This design comes from an exercise in tuning for small area on the open sky130 flow, not from production work. Only simulation tests tie the RTL to the original design; equivalence was not proved. Power and IR drop assume default switching activity.

File: design/flow/config.mk
export PLATFORM = sky130hd
export DESIGN_NAME = register_file_sb
export DESIGN_NICKNAME = register_file_sb
export VERILOG_FILES = /design/flow/design.v
export SDC_FILE = /design/flow/constraint.sdc
export NUM_CORES = 4
export LEC_CHECK = 0
export CAP_MARGIN = 20
export CORE_MARGIN = 2
export CORE_UTILIZATION = 40
export SLEW_MARGIN = 20
File: design/flow/run.sh
#!/bin/bash
# synth_recipe.tcl (not shown) runs the flow's synth.tcl, then flattens the netlist and writes it again
# the make line also repeats each setting of config.mk as NAME=value (left out here)
make -C /OpenROAD-flow-scripts/flow DESIGN_CONFIG=/design/flow/config.mk WORK_HOME=/design/flow/orfs CLKGATE_MAP_FILE= SYNTH_SCRIPT=/design/flow/synth_recipe.tcl finish
File: design/flow/design.v
module register_file_sb #(
    parameter  int DATA_WIDTH   = 32,
    parameter  int NUM_REGISTER = 32,
    parameter  int NUM_READ     = 2,
    localparam int AW           = $clog2(NUM_REGISTER)
) (
    input  logic                           clk_i,
    input  logic                           rst_n_i,
    input  logic                           we_i,
    input  logic [AW-1:0]                  rd_addr_i,
    input  logic [DATA_WIDTH-1:0]          rd_i,
    input  logic                           issue_i,
    input  logic [AW-1:0]                  issue_addr_i,
    input  logic                           flush_i,
    input  logic [NUM_READ*AW-1:0]         rs_addr_i,
    output logic [NUM_READ*DATA_WIDTH-1:0] rs_data_o,
    output logic [NUM_READ-1:0]            hazard_o,
    output logic [AW:0]                    busy_cnt_o
);
    localparam int CW = AW + 1;
    logic [DATA_WIDTH-1:0]   regs_q [NUM_REGISTER];
    logic [NUM_REGISTER-1:0] busy_q, busy_d;
    logic [CW-1:0]           busy_cnt_q, busy_cnt_d;
    always_ff @(posedge clk_i or negedge rst_n_i) begin
        if (!rst_n_i) begin
            for (int i = 0; i < NUM_REGISTER; i++) regs_q[i] <= '0;
        end else begin
            for (int i = 1; i < NUM_REGISTER; i++) begin
                if (we_i && rd_addr_i == AW'(i)) regs_q[i] <= rd_i;
            end
        end
    end
    always_comb begin
        busy_d = busy_q;
        if (flush_i) begin
            busy_d = '0;
        end else begin
            if (we_i)    busy_d[rd_addr_i]    = 1'b0;
            if (issue_i) busy_d[issue_addr_i] = 1'b1;
        end
        busy_d[0] = 1'b0;
    end
    always_comb begin
        busy_cnt_d = '0;
        for (int i = 0; i < NUM_REGISTER; i++) busy_cnt_d = busy_cnt_d + CW'(busy_d[i]);
    end
    always_ff @(posedge clk_i or negedge rst_n_i) begin
        if (!rst_n_i) begin
            busy_q     <= '0;
            busy_cnt_q <= '0;
        end else begin
            busy_q     <= busy_d;
            busy_cnt_q <= busy_cnt_d;
        end
    end
    assign busy_cnt_o = busy_cnt_q;
    for (genvar p = 0; p < NUM_READ; p++) begin : g_read
        logic [AW-1:0]         addr;
        logic [DATA_WIDTH-1:0] data;
        logic                  haz;
        assign addr = rs_addr_i[p*AW +: AW];
        always_comb begin
            data = (addr == '0) ? '0 : regs_q[addr];
            haz  = busy_q[addr];
        end
        assign rs_data_o[p*DATA_WIDTH +: DATA_WIDTH] = data;
        assign hazard_o[p]                           = haz;
    end
endmodule
File: design/flow/constraint.sdc
create_clock -name core_clock -period 7.0 [get_ports {clk_i}]
set_input_delay 1.4000 -clock core_clock [delete_from_list [all_inputs] [get_ports {clk_i}]]
set_output_delay 1.4000 -clock core_clock [all_outputs]
set_load 0.01 [all_outputs]
==> impl_metrics.json <==
{
  "netlist_instances": 4464,
  "setup_tns_ps": 0,
  "skew_ps": 12.5,
  "power_density_nw_per_um2": 275,
  "worst_slack_ps": 116,
  "ys.flop_type": "dfrtp_1",
  "regArea_um2": 25700,
  "cts_buffers": 113,
  "synthDistinctLibCells": 58,
  "hold_slack_ps": 524,
  "critPathKind": "in2out",
  "fmax_mhz": 145,
  "vdd_drop_max_v": 0.000189,
  "rsz0062_at_grt": "no",
  "viasPerCell": 7.17,
  "cts_tree": "built",
  "nNetsFinal": 4707,
  "clk_pin_slew_ps": 70,
  "slew_headroom_pct": 15.0,
  "ys_ff_latch": 1029,
  "netlist_area_um2": 52100,
  "period_share_pct": 98.3,
  "overflow": 0,
  "layoutNonFillerInstCount": 6459,
  "crit_top_cell": "clkdlybuf4s50_1",
  "clockRootBuffer": "clkbuf_16",
  "globalplace.congestion": 0.963,
  "first_iter_violations": 9583,
  "synth_nets": 4559,
  "layout-drive-gt1-share_pct": 35.0,
  "multi_input_area_um2": 25100,
  "syn_avg_cell_area_um2": 11.7,
  "yosys_warnings": 2,
  "clockBufferDepth": 3,
  "start_kind": "input pin",
  "ioPinCount": 129,
  "htreeDepth": 3,
  "period_minus_slack_ps": 6880,
  "hp-class": "reg2reg",
  "rows": 132,
  "crit_chain": "clkdlybuf4s50_1 > or3b_1 > nor2_4 > a22oi_1 > o221ai_1 > nor3_1 > a21oi_1 > clkdlybuf4s50_1",
  "wl_per_cell_um": 38.8,
  "dieArea_um2": 133000,
  "setup_viol": 0,
  "routed_wl_um": 251000,
  "drtPass1Iterations": 10,
  "worstMarginPinSlew_ps": 1270,
  "status": "finished clean",
  "drv_slew": 0,
  "dp_slack_ps": -702,
  "leakage_nw": 26.3,
  "insertion_delay_ps": 720,
  "start_util_pct": 40.3,
  "cts.sinks": 1029,
  "portBuffers": 128,
  "synth-edff-count": 0,
  "place.detailed.hpwl_um": 152000,
  "drv_cap": 0,
  "cp-end-kind": "output pin",
  "cp.arrival_ps": 5480,
  "dp.cells": 6236,
  "layout_commonest_cell": "dfrtp_1",
  "worst_ep_required_time_ps": 5600,
  "grt_first_pass_wirelength_um": 346000,
  "num-fill-cells": 11627,
  "area_growth_pct": 18.0,
  "num_vias": 46286,
  "postSynth.asyncResetShare_pct": 100,
  "drc": 0,
  "crit_fanout": 15,
  "die_h_um": 365,
  "final_cell_mix": "dfrtp_1, mux2_2, a22oi_1",
  "grt_usage_pct": 36.9,
  "core_um2": 129000,
  "ys_seq_area_share_pct": 49.4,
  "antenna_found_initial": 11,
  "ant_nets": 0,
  "grt_pass1_vias": 43907,
  "die_x_um": 365,
  "hold_viol": 0,
  "grt_max_degree": 159,
  "cpPeakStageDelay_ps": 1020,
  "slowest_stage": "nor2_4"
}
==> cells by family (layout without fill, tap and decap cells) <==
logic type	after synthesis	count (layout)	synth area share, %
other	0	9	0
muxes	1015	1015	22.3
xor gates and xnor gates	9	9	0.151
buffers and inverters	471	715	3.93
adders and majority gates	38	38	1.24
DFF	1029	1029	49.4
AOI/OAI and AO/OA	1195	1195	16.3
and+or+nand+nor	707	707	6.66
==> stage by stage <==
step | instance area (µm²) | total power [mW] | utilization, %
floorplan | 52100 | 9.30 | -
global placement | 57300 | 10.5 | 44.3
detailed placement | 57400 | 10.5 | 44.4
CTS | 61400 | 16.8 | 47.4
global route | 61500 | 17.4 | 47.5
finish | 61500 | 16.9 | 47.5
==> cells in the mapped netlist (59+ instances only) <==
cell type / instances / share of area [%]
a21oi_1: 205 / 2.0
buf_2: 207 / 2.0
dfrtp_1: 1029 / 49
a22oi_1: 827 / 12
clkbuf_1: 206 / 1.5
mux2_2: 963 / 21
nand4_1: 125 / 1.5
o21ai_0: 59 / 0.57
nand2_1: 187 / 1.3
nor2_1: 156 / 1.1
nor3_1: 67 / 0.64
nand3_1: 74 / 0.71
==> final cells by class <==
cell class	count	area share, %
Timing Repair Buffer	466	7.15
Sequential cell	1029	41.9
Antenna cell	9	0.0366
Clock buffer	165	5.46
Multi-Input combinational cell	2964	40.8
Clock inverter	46	0.897
Tap cell	1742	3.54
Inverter	38	0.232
==> registers in the layout, summed over array words and instances (netlist names) <==
signal / flops
busy_cnt_q: 6
busy_q: 31
regs_q: 992
==> worst paths after layout <==
check | slack (ps) | cells past startpoint | to | start
worst max-delay path | 120 | 8 | rs_data_o[50] | rs_addr_i[7]
worst min-delay path | 520 | 1 | regs_q[9][9]$_DFFE_PN0P_ | regs_q[9][9]$_DFFE_PN0P_
worst max register to register | 1720 | 19 | busy_cnt_q[4]$_DFF_PN0_ | busy_q[2]$_DFF_PN0_
worst min register to register | 520 | 1 | regs_q[9][9]$_DFFE_PN0P_ | regs_q[9][9]$_DFFE_PN0P_
max in group asynchronous | 4790 | 2 | regs_q[17][4]$_DFFE_PN0P_ | rst_n_i
min in group asynchronous | 720 | 1 | regs_q[26][27]$_DFFE_PN0P_ | rst_n_i
==> power breakdown <==
part	switching, mW	leakage, nW	internal (mW)
clock	2.66	1.92	3.69
combinational	1.17	11.2	1.26
sequential	1.08	13.2	7.08
==> timing repair <==
action / in CTS / in global routing
endpoints found under the setup margin: 0 / 3
hold endpoints to repair: 0 / 0
buffers inserted: 0 / 3
hold buffers: 0 / 0
resized for setup: 0 / 45
==> metal layers <==
metal / wire length [µm] / global-route usage [%] / up-vias
met2: 100000 / 51.0 / 4570
met5: 58 / 0 / -
met1: 91500 / 48.1 / 23053
met3: 39200 / 14.9 / 1318
met4: 19500 / 21.8 / 10
li1: - / - / 17335
==> critical path, delay by kind of cell <==
| kind | cells | cell delay [ps] |
|---|---|---|
| buffers and inverters | 2 | 1320 |
| AO/OA/AOI/OAI | 3 | 910 |
| AND/OR/NAND/NOR | 3 | 1840 |

-- what the ideal ports hide --
No port has a modelled driver above. Below, the same layout with a new extraction and two added sets of constraints.
Step 1 sets driving cells, clkbuf_16 on the clock port and buf_2 on the other inputs (assumed; they add their load-dependent delay and slew).
Step 2 moves the port delays by t, midway between the first and last clock arrival at a register: inputs arrive t later, outputs are due t later. That takes back most of the time a late clock gives input paths.
Slacks: ideal ports / drivers / drivers and shift; pairs: ideal ports / drivers.
t (ns): 0.804
slack for setup (ns): 0.116 / 0.080 / -0.443
worst setup path at the end: input to register
clock arrival spread, ns: 0.038 / 0.039
worst register clock-pin slew, ns: 0.07 / 0.07
With both steps, setup timing fails in this run, where it was met with ideal ports. For this run, drivers alone change the setup slack by -0.036 ns; drivers and shift together by -0.559 ns.
